Background: an optimization exercise with open tools, aiming at small area. Do not read the settings as production practice. Only simulation tests tie the RTL to the original design; equivalence was not proved. Power is estimated from default activity; no workload was simulated. The flow treats the clock pin as an ideal source, which a real chip does not have.

**standard.sh**
```bash
#!/bin/bash
# synth_recipe.tcl (not shown) runs the flow's synth.tcl, then flattens the netlist and writes it again
# the make line also repeats each setting of config.mk as NAME=value (left out here)
make -C /OpenROAD-flow-scripts/flow DESIGN_CONFIG=/design/flow/config.mk WORK_HOME=/design/flow/orfs CLKGATE_MAP_FILE= SYNTH_SCRIPT=/design/flow/synth_recipe.tcl "${@:-finish}"
```
**design.v**
```verilog
package gdo_pkg;
    localparam int GDO_DATA_SIZE = 16;
    localparam int GDO_SIZE      = 3;
    typedef logic signed [GDO_DATA_SIZE-1:0]  elem_t;
    typedef logic signed [GDO_DATA_SIZE:0]    wide_t;
    typedef logic [GDO_DATA_SIZE*GDO_SIZE-1:0] row_t;
    typedef enum logic [1:0] {
        ST_IDLE,
        ST_APPLY,
        ST_READ
    } state_e;
    function automatic elem_t gdo_sat_add_c(input elem_t a, input elem_t b, input logic cin);
        elem_t s;
        logic  c, c_top, ovf, force1, force0;
        c = cin;
        c_top = 1'b0;
        for (int i = 0; i < GDO_DATA_SIZE; i++) begin
            s[i] = a[i] ^ b[i] ^ c;
            if (i == GDO_DATA_SIZE-1)
                c_top = c;
            c = (a[i] & b[i]) | (a[i] & c) | (b[i] & c);
        end
        ovf   = c ^ c_top;
        force1 = ovf &  s[GDO_DATA_SIZE-1];
        force0 = ovf & ~s[GDO_DATA_SIZE-1];
        gdo_sat_add_c = (s | {1'b0, {(GDO_DATA_SIZE-1){force1}}}) & ~{force1, {(GDO_DATA_SIZE-1){force0}}};
        gdo_sat_add_c[GDO_DATA_SIZE-1] = (s[GDO_DATA_SIZE-1] | force0) & ~force1;
    endfunction
    function automatic elem_t gdo_sat_add(input elem_t a, input elem_t b);
        gdo_sat_add = gdo_sat_add_c(a, b, 1'b0);
    endfunction
    function automatic elem_t gdo_shift_sub(input elem_t w, input elem_t g, input integer sh);
        elem_t gs;
        gs = g >>> sh;
        gdo_shift_sub = gdo_sat_add_c(w, ~gs, 1'b1);
    endfunction
    function automatic elem_t gdo_lane(input row_t r, input integer j);
        gdo_lane = r[(GDO_SIZE-j)*GDO_DATA_SIZE-1 -: GDO_DATA_SIZE];
    endfunction
endpackage
module weight_row_lane #(
    parameter int ROWS     = 3,
    parameter int LR_SHIFT = 4
) (
    input  logic [gdo_pkg::GDO_DATA_SIZE-1:0]      acc_grad_i,
    input  logic [gdo_pkg::GDO_DATA_SIZE-1:0]      acc_beat_i,
    output logic [gdo_pkg::GDO_DATA_SIZE-1:0]      acc_grad_o,
    input  logic [ROWS*gdo_pkg::GDO_DATA_SIZE-1:0] apply_weight_i,
    input  logic [ROWS*gdo_pkg::GDO_DATA_SIZE-1:0] apply_grad_i,
    output logic [ROWS*gdo_pkg::GDO_DATA_SIZE-1:0] apply_weight_o
);
    assign acc_grad_o = gdo_pkg::gdo_sat_add(acc_grad_i, acc_beat_i);
    generate
        for (genvar gi = 0; gi < ROWS; gi++) begin : g_row
            logic [gdo_pkg::GDO_DATA_SIZE-1:0] g;
            assign g = apply_grad_i[gi*gdo_pkg::GDO_DATA_SIZE +: gdo_pkg::GDO_DATA_SIZE];
            assign apply_weight_o[gi*gdo_pkg::GDO_DATA_SIZE +: gdo_pkg::GDO_DATA_SIZE] =
                ~gdo_pkg::gdo_sat_add_c(~apply_weight_i[gi*gdo_pkg::GDO_DATA_SIZE +: gdo_pkg::GDO_DATA_SIZE],
                                        {{LR_SHIFT{g[gdo_pkg::GDO_DATA_SIZE-1]}}, g[gdo_pkg::GDO_DATA_SIZE-1:LR_SHIFT]},
                                        1'b0);
        end
    endgenerate
endmodule
module weight_update_stack #(
    parameter int data_size      = gdo_pkg::GDO_DATA_SIZE,
    parameter int size           = gdo_pkg::GDO_SIZE,
    parameter int max_layer_size = 4,
    parameter int lr_shift       = 4
) (
    input  logic                        clk,
    input  logic                        reset,
    input  logic [data_size*size-1:0]   dc_dw_stream,
    input  logic                        dc_dw_valid,
    input  logic [31:0]                 dc_dw_layer_index,
    input  logic                        batch_end,
    input  logic                        read_req,
    input  logic [31:0]                 read_layer_index,
    input  logic                        wr_en,
    input  logic [31:0]                 wr_layer,
    input  logic [31:0]                 wr_row,
    input  logic [data_size*size-1:0]   wr_data,
    output logic                        ready,
    output logic [data_size*size-1:0]   weight_stream,
    output logic                        weight_valid,
    output logic [31:0]                 weight_row,
    output logic                        drop_err
);
    localparam int NL = max_layer_size;
    localparam int LW = (NL > 1) ? $clog2(NL) : 1;
    localparam int RW = 2;
    localparam int DW = data_size;
    localparam int ROW_BITS   = size * DW;
    localparam int LAYER_BITS = size * ROW_BITS;
    localparam int STORE_BITS = NL * LAYER_BITS;
    logic [STORE_BITS-1:0] weight_q;
    logic [STORE_BITS-1:0] grad_q;
    logic [NL*RW-1:0]      row_cnt_q;
    logic          ready_q;    
    logic          rd_q;       
    logic [RW-1:0] cnt_q;      
    logic [LW-1:0] rl_q;       
    logic          drop_err_q;
    logic busy_apply, busy_read;
    assign busy_apply = !ready_q && !rd_q;
    assign busy_read  = !ready_q &&  rd_q;
    logic acc_ok, wr_ok, rd_ok;
    assign acc_ok = dc_dw_layer_index < 32'(NL);
    assign wr_ok  = (wr_layer < 32'(NL)) && (wr_row < 32'(size));
    assign rd_ok  = read_layer_index < 32'(NL);
    logic go_apply, go_read, do_wr, do_acc, drop_d;
    assign go_apply = ready_q && batch_end;
    assign go_read  = ready_q && !batch_end && read_req && rd_ok;
    assign do_wr    = ready_q && !batch_end && !read_req && wr_en && wr_ok;
    assign do_acc   = ready_q && !batch_end && !read_req && !wr_en && dc_dw_valid && acc_ok;
    assign drop_d   = ready_q ? ((batch_end || read_req || wr_en) ? (dc_dw_valid || wr_en) && !(!batch_end && !read_req && !dc_dw_valid)
                                                                 || (!batch_end && read_req && !rd_ok)
                                                                 || (!batch_end && !read_req && !wr_ok)
                                                              : (dc_dw_valid && !acc_ok))
                              : (dc_dw_valid || wr_en);
    logic [LW-1:0] acc_layer;
    logic [NL-1:0] wsel, gsel;
    logic          wsel_wr;
    assign acc_layer = dc_dw_layer_index[LW-1:0];
    assign wsel_wr   = !reset && ready_q;
    always_comb begin
        for (int l = 0; l < NL; l++) begin
            wsel[l] = !reset && !ready_q && (cnt_q == LW'(l) && !rd_q || rl_q == LW'(l) && rd_q);
            gsel[l] = !reset && (busy_apply ? (cnt_q == LW'(l)) : (!wr_en && acc_layer == LW'(l)));
        end
    end
    logic [LAYER_BITS-1:0] wlayer, glayer;
    always_comb begin
        wlayer = '0;
        glayer = '0;
        for (int l = 0; l < NL; l++) begin
            wlayer = wlayer | (weight_q[l*LAYER_BITS +: LAYER_BITS] & {LAYER_BITS{wsel[l]}});
            glayer = glayer | (grad_q[l*LAYER_BITS +: LAYER_BITS]   & {LAYER_BITS{gsel[l]}});
        end
        for (int r = 0; r < size; r++)
            for (int j = 0; j < size; j++)
                wlayer[(r*size + j)*DW +: DW] = wlayer[(r*size + j)*DW +: DW]
                                              | (wr_data[(size-1-j)*DW +: DW] & {DW{wsel_wr}});
    end
    logic [RW-1:0] acc_row;
    assign acc_row = row_cnt_q[acc_layer*RW +: RW];
    logic [ROW_BITS-1:0] acc_grad_row, read_row;
    always_comb begin
        acc_grad_row = '0;
        read_row     = '0;
        for (int r = 0; r < size; r++) begin
            acc_grad_row = acc_grad_row | (glayer[r*ROW_BITS +: ROW_BITS] & {ROW_BITS{acc_row == RW'(r)}});
            read_row     = read_row     | (wlayer[r*ROW_BITS +: ROW_BITS] & {ROW_BITS{cnt_q == RW'(r)}});
        end
    end
    logic [ROW_BITS-1:0]   grad_acc;       
    logic [LAYER_BITS-1:0] weight_apply;   
    generate
        for (genvar gi = 0; gi < size; gi++) begin : g_lane
            logic [size*DW-1:0] col_weight;
            logic [size*DW-1:0] col_grad;
            logic [size*DW-1:0] col_new;
            for (genvar gr = 0; gr < size; gr++) begin : g_col
                assign col_weight[gr*DW +: DW] = wlayer[(gr*size + gi)*DW +: DW];
                assign col_grad[gr*DW +: DW]   = glayer[(gr*size + gi)*DW +: DW];
                assign weight_apply[(gr*size + gi)*DW +: DW] = col_new[gr*DW +: DW];
            end
            weight_row_lane #(
                .ROWS     (size),
                .LR_SHIFT (lr_shift)
            ) u_lane (
                .acc_grad_i     (acc_grad_row[gi*DW +: DW]),
                .acc_beat_i     (dc_dw_stream[(size-1-gi)*DW +: DW]),
                .acc_grad_o     (grad_acc[gi*DW +: DW]),
                .apply_weight_i (col_weight),
                .apply_grad_i   (col_grad),
                .apply_weight_o (col_new)
            );
        end
    endgenerate
    logic [LAYER_BITS-1:0] wbus;
    logic [ROW_BITS-1:0]   gbus;
    assign wbus = weight_apply;
    assign gbus = grad_acc & {ROW_BITS{do_acc && !reset}};
    logic [NL*size-1:0] wen, gen;
    always_comb begin
        for (int l = 0; l < NL; l++) begin
            for (int r = 0; r < size; r++) begin
                wen[l*size + r] = reset || (busy_apply && cnt_q == LW'(l))
                               || (do_wr && wr_layer[LW-1:0] == LW'(l) && wr_row[RW-1:0] == RW'(r));
                gen[l*size + r] = reset || (busy_apply && cnt_q == LW'(l))
                               || (do_acc && acc_layer == LW'(l) && acc_row == RW'(r));
            end
        end
    end
    generate
        for (genvar gl = 0; gl < NL; gl++) begin : g_layer
            for (genvar gr = 0; gr < size; gr++) begin : g_row
                always_ff @(posedge clk) begin
                    if (wen[gl*size + gr])
                        weight_q[(gl*size + gr)*ROW_BITS +: ROW_BITS] <= wbus[gr*ROW_BITS +: ROW_BITS];
                    if (gen[gl*size + gr])
                        grad_q[(gl*size + gr)*ROW_BITS +: ROW_BITS] <= gbus;
                end
            end
        end
    endgenerate
    always_ff @(posedge clk) begin
        if (reset) begin
            ready_q    <= 1'b1;
            rd_q       <= 1'b0;
            cnt_q      <= '0;
            rl_q       <= '0;
            drop_err_q <= 1'b0;
            row_cnt_q  <= '0;
        end else begin
            if (drop_d)
                drop_err_q <= 1'b1;
            if (ready_q) begin
                cnt_q <= '0;
                if (go_apply) begin
                    ready_q <= 1'b0;
                    rd_q    <= 1'b0;
                end else if (go_read) begin
                    ready_q <= 1'b0;
                    rd_q    <= 1'b1;
                    rl_q    <= read_layer_index[LW-1:0];
                end
            end else begin
                cnt_q <= cnt_q + RW'(1);
                if (rd_q ? (cnt_q == RW'(size - 1)) : (cnt_q == RW'(NL - 1))) begin
                    ready_q <= 1'b1;
                    cnt_q   <= '0;
                end
            end
            if (busy_apply)
                row_cnt_q <= '0;
            else if (do_acc)
                row_cnt_q[acc_layer*RW +: RW] <= (acc_row == RW'(size - 1)) ? '0 : acc_row + RW'(1);
        end
    end
    assign ready         = ready_q;
    assign weight_valid  = busy_read;
    generate
        for (genvar gj = 0; gj < size; gj++) begin : g_out
            assign weight_stream[(size-1-gj)*DW +: DW] = read_row[gj*DW +: DW];
        end
    endgenerate
    assign weight_row    = {{(32-RW){1'b0}}, cnt_q};
    assign drop_err      = drop_err_q;
endmodule
```
**config.mk**
```make
export PLATFORM = sky130hd
export DESIGN_NAME = weight_update_stack
export DESIGN_NICKNAME = weight_update_stack
export VERILOG_FILES = /design/flow/design.v
export SDC_FILE = /design/flow/constraint.sdc
export NUM_CORES = 4
export LEC_CHECK = 0
export CAP_MARGIN = 5
export CELL_PAD_IN_SITES_DETAIL_PLACEMENT = 0
export CELL_PAD_IN_SITES_GLOBAL_PLACEMENT = 1
export CORE_MARGIN = 2
export CORE_UTILIZATION = 55
export CTS_CLUSTER_DIAMETER = 120
export CTS_CLUSTER_SIZE = 30
export PLACE_DENSITY = 0.65
export SLEW_MARGIN = 5
```
**constraint.sdc**
```tcl
create_clock -name core_clock -period 12.0 [get_ports {clk}]
set_input_delay 2.4000 -clock core_clock [delete_from_list [all_inputs] [get_ports {clk}]]
set_output_delay 2.4000 -clock core_clock [all_outputs]
set_load 0.01 [all_outputs]
```
**flow/run.sh**
```bash
#!/bin/bash
set -euo pipefail
export BUFFER_PORTS_ARGS="-buffer_cell sky130_fd_sc_hd__buf_1"
export CTS_ARGS="-sink_clustering_enable -repair_clock_nets -sink_clustering_size 30 -sink_clustering_max_diameter 120 -dont_use_dummy_load"
bash standard.sh > standard.log 2>&1
```
==> results of run 1 <==
layer usage:
layer,share of wire,wire length [µm]
met1,0.40,58700
met5,0.00022,32
met3,0.11,15800
met2,0.46,66400
met4,0.028,4050
state kept, by name (all words and copies together) (netlist names):
register / flops
grad_q: 576
weight_q: 576
row_cnt_q: 8
cnt_q: 2
rl_q: 2
drop_err_q: 1
rd_q: 1
ready_q: 1
cells by family after synthesis:
| family | Yosys count | share of synthesized area |
|---|---|---|
| XOR/XNOR | 12 | 0.00210 |
| AND/OR/NAND/NOR | 824 | 0.0719 |
| buffers and inverters | 435 | 0.0365 |
| AO/OA/AOI/OAI | 662 | 0.106 |
| other | 1 | 0.0000750 |
| adder cells (fa/ha/maj) | 215 | 0.0823 |
| multiplexers | 14 | 0.00358 |
| flip-flops | 1167 | 0.698 |
power groups by stage:
stage               Combinational [W]  Sequential (W)  Clock (W)
floorplan                     0.00106         0.00614          0
global placement              0.00169         0.00615          0
finish                        0.00180         0.00612    0.00180
global route                  0.00197         0.00621    0.00196
detailed placement            0.00177         0.00622          0
CTS                           0.00178         0.00612    0.00184
layout make-up:
class | instances | area share
Sequential cell | 1167 | 0.639
Multi-Input combinational cell | 1757 | 0.250
Timing Repair Buffer | 474 | 0.0492
Tap cell | 1176 | 0.0269
Clock buffer | 44 | 0.0202
Inverter | 212 | 0.0146
Antenna cell | 1 | 0.0000458
worst max path at each step:
| stage | from | to | slack (ns) | depth (start not counted) |
|---|---|---|---|---|
| 4_1_cts | dc_dw_layer_index[0] | grad_q[394]$_DFFE_PP_ | 0.29 | 31 |
| 2_1_floorplan | dc_dw_layer_index[0] | weight_q[128]$_DFFE_PP_ | 0.33 | 29 |
| 5_1_grt | dc_dw_layer_index[0] | grad_q[205]$_DFFE_PP_ | -0.02 | 30 |
| 6_report | dc_dw_layer_index[0] | grad_q[101]$_DFFE_PP_ | 0.38 | 30 |
| 3_5_place_dp | dc_dw_layer_index[0] | grad_q[490]$_DFFE_PP_ | -0.33 | 31 |
| 3_3_place_gp | dc_dw_layer_index[0] | grad_q[58]$_DFFE_PP_ | -0.05 | 31 |
stage by stage:
stage	worst slack, ns	instances	TNS [ns]
after floorplan	0.326	3359	0
after global placement	-0.0504	4786	-2.71
after detailed placement	-0.331	4786	-22.32
after CTS	0.288	4830	0
after global routing	-0.0224	4830	-0.353
final	0.381	4831	0
cells in the final DEF, fill, tap and decap left out, types with 13 or more instances in the layout:
master,Yosys,layout
o2bb2ai_1,33,33
or3_1,14,14
fa_1,190,190
buf_1,16,281
ha_1,25,22
a222oi_1,331,331
and2_1,13,13
edfxtp_1,1152,1152
nand2_1,463,451
buf_4,34,177
nor4_1,30,30
inv_1,211,211
clkbuf_16,0,44
conb_1,1,30
dfxtp_1,15,15
nor2_1,99,93
nand3_1,153,153
a21oi_1,193,193
o21ai_0,54,42
buf_12,0,15
o21a_1,15,15
repair_timing:
item,4_1_cts,5_1_grt
gates resized for setup,0,2
setup endpoints to repair,0,36
setup buffers,0,0
worst max-delay path, delay by kind of cell:
kind,cells,cell delay (ns)
compound gates,2,0.42
xor+xnor,1,0.18
fa+ha+maj,17,6.52
buf+inv,3,0.57
mux,1,0.28
simple gates,6,1.57
==> key figures, run 1 <==
STA
  • Min cycle time layout: 11.62 ns
  • Fin. Hold Viols: 0
  • Unrepaired setup endpoints after global routing: true
  • Final setup violating endpoints: 0
  • Worst slew margin: 0.0633
  • Worst Max-Slew Pin Slew: 1.40 ns
  • Period utilisation layout: 0.968
  • FMAX: about 0.086 GHz
  • Slew Limit Fails: 0
  • Final Skew: 0.0400 ns
  • WHS: 0.533 ns

Yosys
  • Mapped cell area: 50000 µm²
  • Cell taking the most area after synthesis: edfxtp_1
  • Sequential element share of the synthesized area: 0.698
  • Commonest cells in the synthesized netlist: 1152 x edfxtp_1, 463 x nand2_1, 331 x a222oi_1, 211 x inv_1, 193 x a21oi_1
  • Area contributors post-synth: edfxtp_1 69%, fa_1 7.6%, a222oi_1 6.6%
  • Avg Cell Area, Syn: 15.0 µm²
  • Main synth FF type: edfxtp_1
  • Number of enable flip-flop cells after synthesis: 1152
  • Yosys warns: 2
  • Synth unique cells: 63
  • Mapped Cells: about 3.3k
  • Top cell type's share of synthesized area: 0.692
  • FF+latch count, synth: 1167
  • Most frequent cell after synthesis: edfxtp_1
  • Async set-reset flop share out of synthesis: 0

Setup path
  • Worst reg2reg endpoint: grad_q[101]$_DFFE_PP_
  • R2R depth: 28
  • CP Max Fanout: 37
  • Startpoint Class: input port
  • Worst EP required: 12.35 ns
  • Critical path capture point type: flip-flop
  • Slowest CP cell: nor2_1
  • Kind of critical path: in2reg
  • CP max stage delay: ~0.65 ns
  • FF-to-FF setup slack: 1.79 ns
  • Critical R2R Launch: cnt_q[1]$_SDFF_PP0_
  • Cell mode on critical path: fa_1
  • CP arrival: 11.97 ns

Cells and area
  • Area added between synthesis and finish: 9.18%
  • Fin area: 54600 µm²
  • Fill count: 6918
  • Area of the multi-input gates: 13600 µm²
  • Final nets: 4101
  • Share of cells above drive strength 1: 0.0821
  • Final Core Density: 0.607
  • Reg area: 34900 µm²

Clocking
  • Clk root buf: clkbuf_16
  • TritonCTS clock tree: yes
  • H-tree depth: 2
  • Worst-Skew Late Latency: between 0.6 and 0.7 ns
  • CTS max path bufs: 3
  • CTS buffer count: 44
  • Clk sinks: 1167
  • Post-CTS Hold Buffers: 0
  • Clock-pin slew on the worst setup and hold paths: 0.11 ns

Power
  • Clk pwr share: 0.185
  • Leakage power: 19.7 nW
  • Sw Share: 0.272
  • Peak supply drop: roughly 0.15 mV
  • Reg power frac: 0.630
  • Net Sw Power: 0.00264 W
  • PD cells: 178 nW/µm²
  • P_int: 0.00708 W
  • Comb power frac: 0.185
  • Total power: 0.00972 W

Drt
  • Drt first pass iters: 13
  • Via count: 31.3k
  • DRT iter0 DRCs: 5006
  • WL final: 145000 µm
  • Post-DRT Antenna Nets: 0
  • DRC violations left: 0
  • DR WL/cell: 30.0 µm
  • Drt via density: roughly 6.5

Global route
  • Met3 Usage GRT: 0.0679
  • GRT Total Usage: 0.309
  • Congestion Overflow GR: 0
  • Met1 GRT Util: 0.447
  • Vias in the first global route: ~31k
  • Initial antenna violation count: 4
  • Maximum number of pins on one net before global-route repair: 50
  • First-pass GRT wire length: 210000 µm
  • Routing usage on met2: 0.478
  • Gr busiest metal: met2

Placed design
  • Port bufs: 282
  • Post-DP HPWL: approximately 93000 µm
  • Placed standard-cell area: 53500 µm²
  • Placer congestion estimate: just under 0.9

Worst hold path
  • Min-delay worst type: reg2reg
  • Min-Delay Startpoint: row_cnt_q[2]$_SDFFE_PP0P_
  • Hold path cells: 2
  • Min-Delay Endpoint: row_cnt_q[2]$_SDFFE_PP0P_

Outcome
  • Status: complete, no violations

Floorplan
  • Die H: 306 µm
  • Core Region: 90000 µm²
  • Full die area: 93400 µm²
  • I/O Pins: 313
  • Initial Utilization: 0.556
  • # rows: 110
  • Die X: a little over 300 µm

Flow run
  • Max-Cap Viols: 0
==> inputs of run 2 (changes only) <==
--- a/design.v
+++ b/design.v
@@ -120,5 +120,7 @@
     logic [LW-1:0] acc_layer;
-    logic [NL-1:0] wsel, gsel;
+    logic [RW-1:0] acc_row;
+    logic [NL*size-1:0] wsel, gsel;    
     logic          wsel_wr;
     assign acc_layer = dc_dw_layer_index[LW-1:0];
+    assign acc_row   = row_cnt_q[acc_layer*RW +: RW];
     assign wsel_wr   = !reset && ready_q;
@@ -126,4 +128,8 @@
         for (int l = 0; l < NL; l++) begin
-            wsel[l] = !reset && !ready_q && (cnt_q == LW'(l) && !rd_q || rl_q == LW'(l) && rd_q);
-            gsel[l] = !reset && (busy_apply ? (cnt_q == LW'(l)) : (!wr_en && acc_layer == LW'(l)));
+            for (int r = 0; r < size; r++) begin
+                wsel[l*size + r] = !reset && !ready_q
+                                && (cnt_q == LW'(l) && !rd_q || rl_q == LW'(l) && cnt_q == RW'(r) && rd_q);
+                gsel[l*size + r] = !reset && (busy_apply ? (cnt_q == LW'(l))
+                                            : (!wr_en && acc_layer == LW'(l) && acc_row == RW'(r)));
+            end
         end
@@ -135,4 +141,8 @@
         for (int l = 0; l < NL; l++) begin
-            wlayer = wlayer | (weight_q[l*LAYER_BITS +: LAYER_BITS] & {LAYER_BITS{wsel[l]}});
-            glayer = glayer | (grad_q[l*LAYER_BITS +: LAYER_BITS]   & {LAYER_BITS{gsel[l]}});
+            for (int r = 0; r < size; r++) begin
+                wlayer[r*ROW_BITS +: ROW_BITS] = wlayer[r*ROW_BITS +: ROW_BITS]
+                    | (weight_q[(l*size + r)*ROW_BITS +: ROW_BITS] & {ROW_BITS{wsel[l*size + r]}});
+                glayer[r*ROW_BITS +: ROW_BITS] = glayer[r*ROW_BITS +: ROW_BITS]
+                    | (grad_q[(l*size + r)*ROW_BITS +: ROW_BITS]   & {ROW_BITS{gsel[l*size + r]}});
+            end
         end
@@ -143,4 +153,2 @@
     end
-    logic [RW-1:0] acc_row;
-    assign acc_row = row_cnt_q[acc_layer*RW +: RW];
     logic [ROW_BITS-1:0] acc_grad_row, read_row;
@@ -150,4 +158,4 @@
         for (int r = 0; r < size; r++) begin
-            acc_grad_row = acc_grad_row | (glayer[r*ROW_BITS +: ROW_BITS] & {ROW_BITS{acc_row == RW'(r)}});
-            read_row     = read_row     | (wlayer[r*ROW_BITS +: ROW_BITS] & {ROW_BITS{cnt_q == RW'(r)}});
+            acc_grad_row = acc_grad_row | glayer[r*ROW_BITS +: ROW_BITS];
+            read_row     = read_row     | wlayer[r*ROW_BITS +: ROW_BITS];
         end
--- a/config.mk
+++ b/config.mk
@@ -11,6 +11,4 @@
 export CORE_MARGIN = 2
-export CORE_UTILIZATION = 55
-export CTS_CLUSTER_DIAMETER = 120
-export CTS_CLUSTER_SIZE = 30
-export PLACE_DENSITY = 0.65
+export CORE_UTILIZATION = 65
+export PLACE_DENSITY = 0.75
 export SLEW_MARGIN = 5
==> run 2 against run 1 <==
  * Combinational power is 16% lower
  * Synthesized cell count is 7.4% lower
  * Final cell count decreased by 8.1%
  * Global-route usage rose by 7.1 points
  * Wire length is 2.4% higher
  * Clock power hardly changed
==> key figures, run 2 <==
STA
  • Worst Max-Slew Pin Slew: 1.24 ns (-0.164 ns)
  • Period utilisation layout: 0.973 (+0.00528)
  • Final Skew: 0.0537 ns (+0.0137 ns)
  • Unrepaired setup endpoints after global routing: true
  • Slew Limit Fails: 0 (unchanged)
  • Fin. Hold Viols: 0 (unchanged)
  • FMAX: 0.0856 GHz (-0.54%)
  • Min cycle time layout: 11.68 ns (+0.0634 ns)
  • Final setup violating endpoints: 0 (unchanged)
  • Worst slew margin: 0.166 (+0.103)

Setup path
  • CP Max Fanout: 12 (-68%)
  • FF-to-FF setup slack: 1.45 ns (-0.34 ns)
  • CP Capture Point: grad_q[125]$_DFFE_PP_
  • Cell mode on critical path: fa_1
  • Startpoint Class: input port
  • Kind of critical path: in2reg
  • R2R depth: 29 (+3.6%)
  • Slowest CP cell: nor2_1
  • Critical path capture point type: flip-flop
  • Worst EP required: 12.35 ns (about the same)
  • Critical R2R Launch: cnt_q[1]$_SDFF_PP0_
  • CP arrival: 12.03 ns (+0.06 ns)
  • CP Launch Point: dc_dw_layer_index[0]
  • Worst reg2reg endpoint: weight_q[291]$_DFFE_PP_
  • CP max stage delay: 0.66 ns (about the same)

Clocking
  • Worst-Skew Late Latency: 0.65 ns (about the same)
  • Clk sinks: 1167 (unchanged)
  • CTS buffer count: 44 (unchanged)
  • Post-CTS setup buffer count: 0 (unchanged)
  • CTS max path bufs: 3 (unchanged)
  • TritonCTS clock tree: yes
  • H-tree depth: 2 (unchanged)
  • Clock-pin slew on the worst setup and hold paths: 0.12 ns (about the same)
  • Post-CTS Hold Buffers: 0 (unchanged)
  • Clk root buf: clkbuf_16

Yosys
  • Commonest cells in the synthesized netlist: 1152 x edfxtp_1, 204 x a22oi_1, 190 x fa_1, 184 x a21oi_1, 184 x nand2_1
  • Post-synthesis mux area share: 0.00245 (-0.00113)
  • Adder-cell share of the synthesized area: 0.0830 (+0.000641)
  • Mapped Cells: 3085 (-7.4%)
  • Largest family of logic cells by synthesized area: compound AO/OA/AOI/OAI gates
  • Avg Cell Area, Syn: 16.1 µm² (+7.1%)
  • Top cell type's share of synthesized area: 0.697 (+0.00539)
  • Xor and xnor area share after synthesis: 0.00212 (+0.0000164)
  • Main synth FF type: edfxtp_1
  • Synth unique cells: 67 (+6.3%)
  • Cell taking the most area after synthesis: edfxtp_1
  • Yosys warns: 2 (unchanged)
  • Async set-reset flop share out of synthesis: 0 (unchanged)
  • FF+latch count, synth: 1167 (unchanged)
  • Post-synthesis simple-gate area fraction: 0.0556 (-0.0162)
  • Sequential element share of the synthesized area: 0.703 (+0.00544)
  • Mapped cell area: 49600 µm² (-0.77%)
  • Number of enable flip-flop cells after synthesis: 1152 (unchanged)
  • Most frequent cell after synthesis: edfxtp_1
  • Compound-gate portion of the synthesized area: 0.129 (+0.0231)
  • Area contributors post-synth: edfxtp_1 70%, fa_1 7.7%, a22oi_1 3.1%

Floorplan
  • Die X: 280 µm (-8.3%)
  • Core Region: 75800 µm² (-16%)
  • Initial Utilization: 0.654 (+0.0989)
  • Full die area: 78600 µm² (-16%)
  • Die H: 280 µm (-8.3%)
  • # rows: 101 (-8.2%)
  • I/O Pins: 313 (unchanged)

Power
  • Sw Share: 0.264 (-0.00788)
  • Total power: 0.00906 W (-6.8%)
  • Leakage power: 19.1 nW (-3.0%)
  • Peak supply drop: 0.162 mV (+9.1%)
  • Clk pwr share: 0.197 (+0.012)
  • P_int: 0.00667 W (-5.7%)
  • Reg power frac: 0.636 (+0.006)
  • Net Sw Power: 0.00239 W (-9.5%)
  • Comb power frac: 0.167 (-0.018)
  • PD cells: 167 nW/µm² (-6.0%)

Drt
  • Drt via density: 7.20 (+11%)
  • DRT iter0 DRCs: 4620 (-7.7%)
  • DR WL/cell: 33.4 µm (+11%)
  • WL final: 149000 µm (+2.4%)
  • DRC violations left: 0 (unchanged)
  • Via count: 32.0k (+2.0%)
  • Post-DRT Antenna Nets: 0 (unchanged)
  • Drt first pass iters: 6 (-7)

Placed design
  • Post-DP HPWL: 99400 µm (+7.0%)
  • Dpl cells: 4395 (-8.2%)
  • Placer congestion estimate: 0.968 (+12%)
  • Port bufs: 282 (unchanged)

Cells and area
  • Largest registers: grad_q x576, weight_q x576, row_cnt_q x8
  • Fill count: 4914 (-29%)
  • Final Core Density: 0.715 (+0.108)
  • Most common cell after layout, fill and taps aside: edfxtp_1
  • Area added between synthesis and finish: 9.18% (about the same)
  • Non-Filler Instances: 4441 (-8.1%)
  • Final nets: 3908 (-4.7%)
  • Share of cells above drive strength 1: 0.0945 (+0.0124)
  • Commonest non-fill, non-tap cells in the layout: 1152 x edfxtp_1, 281 x buf_1, 210 x buf_4, 204 x a22oi_1, 190 x fa_1

Global route
  • GRT Total Usage: 0.380 (+0.0712)
  • Vias in the first global route: 31.7k (+1.5%)
  • Congestion Overflow GR: 0 (unchanged)
  • First-pass GRT wire length: 213000 µm (+1.2%)
  • Initial antenna violation count: 6 (+2)
  • Maximum number of pins on one net before global-route repair: 64 (+28%)

Worst hold path
  • Min-delay worst type: reg2reg
  • Min-Delay Startpoint: drop_err_q$_SDFFE_PP0P_

Outcome
  • Status: complete, no violations

Flow run
  • Max-Cap Viols: 0 (unchanged)
==> run 2: power groups by stage <==
stage	Combinational [W]	Sequential, W	Clock (W)
after floorplan	0.000886	0.00578	0
after global placement	0.00139	0.00579	0
after detailed placement	0.00148	0.00585	0
after CTS	0.00149	0.00576	0.00179
after global routing	0.00164	0.00582	0.00191
final	0.00152	0.00577	0.00178
==> run 2: cells by family (layout without fill, tap and decap cells) <==
family | Yosys count | after routing
mux | 8 | 8
flops | 1167 | 1167
compound gates | 848 | 848
simple gates | 562 | 562
buf+inv | 272 | 619
other cells | 1 | 32
xor+xnor | 12 | 12
fa+ha+maj | 215 | 215
==> run 2: worst max-delay path, delay by kind of cell <==
| family | cells | cell delay, ns |
|---|---|---|
| buf+inv | 3 | 0.51 |
| fa+ha+maj | 16 | 6.41 |
| xor+xnor | 1 | 0.17 |
| compound gates | 2 | 0.37 |
| simple gates | 6 | 1.57 |
| mux | 1 | 0.55 |
==> run 2: through the flow <==
step / hold WS (ns) / setup TNS, ns / worst slack, ns / cell area, µm²
floorplan: 0.488 / 0 / 0.303 / 49700
global placement: 0.497 / -2.14 / -0.0656 / 53100
detailed placement: 0.508 / -26.85 / -0.201 / 53100
CTS: 0.525 / 0 / 0.386 / 54200
global route: 0.558 / -2.28 / -0.0737 / 54200
finish: 0.525 / 0 / 0.318 / 54200
==> run 2: area by class of cell <==
cell class,count,area (µm²),area share
diodes,2,5.00,0.0000924
clock buffers,44,1100,0.0203
inverters,78,293,0.00540
multi-input cells,1675,13900,0.257
flip-flops and latches,1167,34900,0.644
well taps,978,1220,0.0226
repair buffers,497,2740,0.0506
==> run 2: worst min-delay path by stage <==
| stage | endpoint | slack, ns | cells past startpoint |
|---|---|---|---|
| CTS | drop_err_q$_SDFFE_PP0P_ | 0.52 | 2 |
| global route | drop_err_q$_SDFFE_PP0P_ | 0.56 | 2 |
| global placement | drop_err_q$_SDFFE_PP0P_ | 0.50 | 2 |
| finish | drop_err_q$_SDFFE_PP0P_ | 0.53 | 2 |
| floorplan | row_cnt_q[4]$_SDFFE_PP0P_ | 0.49 | 2 |
| detailed placement | drop_err_q$_SDFFE_PP0P_ | 0.51 | 2 |
==> run 2: routing by layer <==
metal  vias up  wire (µm)  GRT usage
met2      2383      69600      0.604
met4         2       6180      0.141
li1      13000          -          -
met3       379      19500     0.0891
met5         -        115          0
met1     16200      53200      0.521
==> run 2: what timing repair did <==
action,4_1_cts,5_1_grt
endpoints found under the setup margin,0,60
resized for setup,0,2
hold endpoints to repair,0,0
==> inputs of run 3 (changes only) <==
--- a/config.mk
+++ b/config.mk
@@ -11,4 +11,4 @@
 export CORE_MARGIN = 2
-export CORE_UTILIZATION = 65
-export PLACE_DENSITY = 0.75
+export CORE_UTILIZATION = 72
+export PLACE_DENSITY = 0.82
 export SLEW_MARGIN = 5
==> run 3 against run 2 <==
  * Sequential share of layout area is 0.25 points higher
  * Clock skew shrank 0.0027 ns
  * Hold slack improved by 0.0035 ns
  * Critical path type unchanged
==> key figures, run 3 <==
Drt
  • Via count: 32.5k (+1.6%)
  • DR WL/cell: 34.5 µm (+3.0%)
  • WL final: 149000 µm (+0.28%)
  • Drt first pass iters: 8 (+2)
  • DRT iter0 DRCs: 5706 (+24%)
  • DRC violations left: 0 (unchanged)
  • Drt via density: 7.51 (+4.4%)
  • Post-DRT Antenna Nets: 0 (unchanged)

Yosys
  • Top cell type's share of synthesized area: 0.697 (unchanged)
  • Largest family of logic cells by synthesized area: compound AO/OA/AOI/OAI gates
  • Commonest cells in the synthesized netlist: 1152 x edfxtp_1, 204 x a22oi_1, 190 x fa_1, 184 x a21oi_1, 184 x nand2_1
  • Yosys warns: 2 (unchanged)
  • Avg Cell Area, Syn: 16.1 µm² (unchanged)
  • Mapped cell area: 49600 µm² (unchanged)
  • Most frequent cell after synthesis: edfxtp_1
  • Xor and xnor area share after synthesis: 0.00212 (unchanged)
  • FF+latch count, synth: 1167 (unchanged)
  • Async set-reset flop share out of synthesis: 0 (unchanged)
  • Sequential element share of the synthesized area: 0.703 (unchanged)
  • Compound-gate portion of the synthesized area: 0.129 (unchanged)
  • Mapped Cells: 3085 (unchanged)
  • Number of enable flip-flop cells after synthesis: 1152 (unchanged)
  • Post-synthesis mux area share: 0.00245 (unchanged)
  • Synth unique cells: 67 (unchanged)
  • Main synth FF type: edfxtp_1
  • Post-synthesis simple-gate area fraction: 0.0556 (unchanged)
  • Area contributors post-synth: edfxtp_1 70%, fa_1 7.7%, a22oi_1 3.1%
  • Adder-cell share of the synthesized area: 0.0830 (unchanged)
  • Cell taking the most area after synthesis: edfxtp_1

Clocking
  • Post-CTS Hold Buffers: 0 (unchanged)
  • Clk sinks: 1167 (unchanged)
  • CTS max path bufs: 3 (unchanged)
  • Worst-Skew Late Latency: 0.64 ns (about the same)
  • Clk root buf: clkbuf_16
  • Clock-pin slew on the worst setup and hold paths: 0.11 ns (about the same)
  • TritonCTS clock tree: yes
  • CTS buffer count: 44 (unchanged)
  • H-tree depth: 2 (unchanged)

Setup path
  • CP arrival: 11.99 ns (-0.04 ns)
  • CP Max Fanout: 15 (+3)
  • Cell mode on critical path: fa_1
  • R2R depth: 28 (-3.4%)
  • Kind of critical path: in2reg
  • Worst EP required: 12.25 ns (-0.10 ns)
  • Worst reg2reg endpoint: grad_q[90]$_DFFE_PP_
  • Slowest CP cell: a21oi_1
  • Critical path capture point type: flip-flop
  • FF-to-FF setup slack: 1.48 ns (+0.03 ns)
  • Critical R2R Launch: cnt_q[0]$_SDFF_PP0_
  • CP max stage delay: 0.82 ns (+0.16 ns)
  • Startpoint Class: input port

STA
  • Fin. Hold Viols: 0 (unchanged)
  • Min cycle time layout: 11.74 ns (+0.0568 ns)
  • Final Skew: 0.0510 ns (-0.00268 ns)
  • Worst Max-Slew Pin Slew: 1.16 ns (-0.0789 ns)
  • Unrepaired setup endpoints after global routing: true
  • Worst slew margin: 0.222 (+0.0561)
  • Final setup violating endpoints: 0 (unchanged)
  • Sum Neg Setup Slack: 0 ns (unchanged)
  • Setup ws final: 0.261 ns (-0.0568 ns)
  • Slew Limit Fails: 0 (unchanged)
  • FMAX: 0.0852 GHz (-0.48%)
  • Period utilisation layout: 0.978 (+0.00474)

Placed design
  • Port bufs: 282 (unchanged)
  • Worst slack, placed: -0.154 ns (+0.0469 ns)
  • Placer congestion estimate: 0.980 (+1.2%)
  • Post-DP HPWL: 101000 µm (+2.1%)

Cells and area
  • Final nets: 3884 (-0.61%)
  • Most common cell after layout, fill and taps aside: edfxtp_1
  • Largest registers: grad_q x576, weight_q x576, row_cnt_q x8
  • Commonest non-fill, non-tap cells in the layout: 1152 x edfxtp_1, 281 x buf_1, 204 x a22oi_1, 190 x fa_1, 181 x buf_4
  • Share of cells above drive strength 1: 0.0893 (-0.00516)
  • Area added between synthesis and finish: 8.75%

Global route
  • Gr busiest metal: met2
  • GRT Total Usage: 0.422 (+0.0422)
  • Vias in the first global route: 31.9k (+0.48%)
  • Congestion Overflow GR: 0 (unchanged)
  • Routing usage on met2: 0.638 (+0.0347)
  • Met3 Usage GRT: 0.127 (+0.0378)
  • Maximum number of pins on one net before global-route repair: 51 (-20%)
  • First-pass GRT wire length: 213000 µm (about the same)
  • Met1 GRT Util: 0.582 (+0.0609)
  • Initial antenna violation count: 7 (+1)

Power
  • PD cells: 169 nW/µm² (+0.82%)
  • Sw Share: 0.266 (+0.00184)
  • Comb power frac: 0.170 (+0.003)
  • P_int: 0.00668 W (+0.17%)
  • Net Sw Power: 0.00242 W (+1.1%)
  • Clk pwr share: 0.195 (-0.002)
  • Leakage power: 19.0 nW (-0.49%)
  • Peak supply drop: 0.170 mV (+5.3%)
  • Reg power frac: 0.635 (about the same)
  • Total power: 0.00910 W (+0.42%)

Worst hold path
  • Min-Delay Endpoint: drop_err_q$_SDFFE_PP0P_
  • Min-Delay Startpoint: drop_err_q$_SDFFE_PP0P_
  • Min-delay worst type: reg2reg
  • Hold path cells: 2 (unchanged)

Floorplan
  • I/O Pins: 313 (unchanged)
  • Core Region: 68500 µm² (-9.7%)
  • Die X: 267 µm (-4.9%)
  • Initial Utilization: 0.725 (+0.0703)
  • # rows: 96 (-5.0%)
  • Full die area: 71000 µm² (-9.6%)
  • Die H: 267 µm (-4.9%)

Outcome
  • Status: complete, no violations

Flow run
  • Max-Cap Viols: 0 (unchanged)
## run 3: logic make-up after synthesis
| logic type | after synthesis |
|---|---|
| xor gates and xnor gates | 12 |
| DFF | 1167 |
| AOI/OAI and AO/OA | 848 |
| muxes | 8 |
| buffers and inverters | 272 |
| and+or+nand+nor | 562 |
| adders and majority gates | 215 |
| other | 1 |
## run 3: metrics by stage
stage	hold slack, ns	std cells	instance area, µm²	utilization
2_1_floorplan	0.488	3114	49700	-
6_report	0.529	4323	54000	0.788
3_5_place_dp	0.507	4275	52800	0.772
4_1_cts	0.525	4319	53900	0.788
3_3_place_gp	0.497	4275	52800	0.772
5_1_grt	0.572	4321	54000	0.788
## run 3: timing repair
item / CTS / global route
hold endpoints to repair: 0 / 0
setup buffers: 0 / 0
gates resized for setup: 0 / 6
setup endpoints to repair: 0 / 70
## run 3: power by group through the flow
stage               registers, W  logic, W  clock network [W]
global route             0.00583   0.00165            0.00188
global placement         0.00579   0.00138                  0
floorplan                0.00578  0.000886                  0
detailed placement       0.00586   0.00149                  0
finish                   0.00578   0.00154            0.00178
CTS                      0.00577   0.00150            0.00177
## run 3: per-layer routing
metal  up-vias  wire length (µm)
met1     16100             50500
met2      2980             67500
met5         -                37
met3       486             23200
met4         6              7720
li1      12900                 -
## run 3: how the worst max path moves through the flow
| stage | from | end | slack, ns | cells after the start |
|---|---|---|---|---|
| 2_1_floorplan | reset | weight_q[213]$_DFFE_PP_ | 0.30 | 30 |
| 3_3_place_gp | dc_dw_layer_index[0] | grad_q[408]$_DFFE_PP_ | 0.03 | 29 |
| 3_5_place_dp | dc_dw_layer_index[0] | grad_q[522]$_DFFE_PP_ | -0.15 | 32 |
| 4_1_cts | dc_dw_layer_index[0] | weight_q[406]$_DFFE_PP_ | 0.40 | 28 |
| 5_1_grt | dc_dw_layer_index[0] | grad_q[358]$_DFFE_PP_ | -0.04 | 32 |
| 6_report | dc_dw_layer_index[0] | grad_q[90]$_DFFE_PP_ | 0.26 | 32 |
## run 3: layout make-up
cell class	count	area [µm²]
flip-flops and latches	1167	34900
fillers	3745	14500
multi-input cells	1675	13900
repair buffers	473	2620
well taps	882	1100
clock buffers	44	1100
inverters	78	293
diodes	4	10.0
## run 3: worst max-delay path: cells and delay by family
kind / cells / cell delay [ns]
compound gates: 4 / 1.27
fa+ha+maj: 16 / 6.32
buf+inv: 8 / 1.17
simple gates: 4 / 0.82

separate check: timing with driven ports:
Ports are ideal in the flow. The routed layouts listed here were re-timed in OpenROAD. Step 1 sets driving cells, clkbuf_16 on the clock port and buf_2 on the other inputs (assumed; they add their load-dependent delay and slew). Step 2, shift: input delay + t, output delay - t, t = (earliest + latest rising clock arrival at the registers) / 2. This alone moves slack from input paths to output paths. Three values: ideal ports, drivers, drivers and shift; two values: the first two.
run	t (ns)	setup WS [ns]	clock arrival spread, ns	slew at the worst register clock pin (ns)	worst slew at a driven data input, ns
run 1	0.684	0.381 / 0.420 / -0.265	0.041 / 0.041	0.12 / 0.12	0.09
run 2	0.694	0.318 / 0.361 / -0.333	0.054 / 0.054	0.12 / 0.12	0.08
run 3	0.686	0.261 / 0.291 / -0.396	0.053 / 0.053	0.12 / 0.12	0.09
Met with ideal ports but missed after step 2: setup timing in every run listed. For run 3, which loses most, drivers alone change the setup slack by +0.030 ns; drivers and shift together by -0.657 ns.
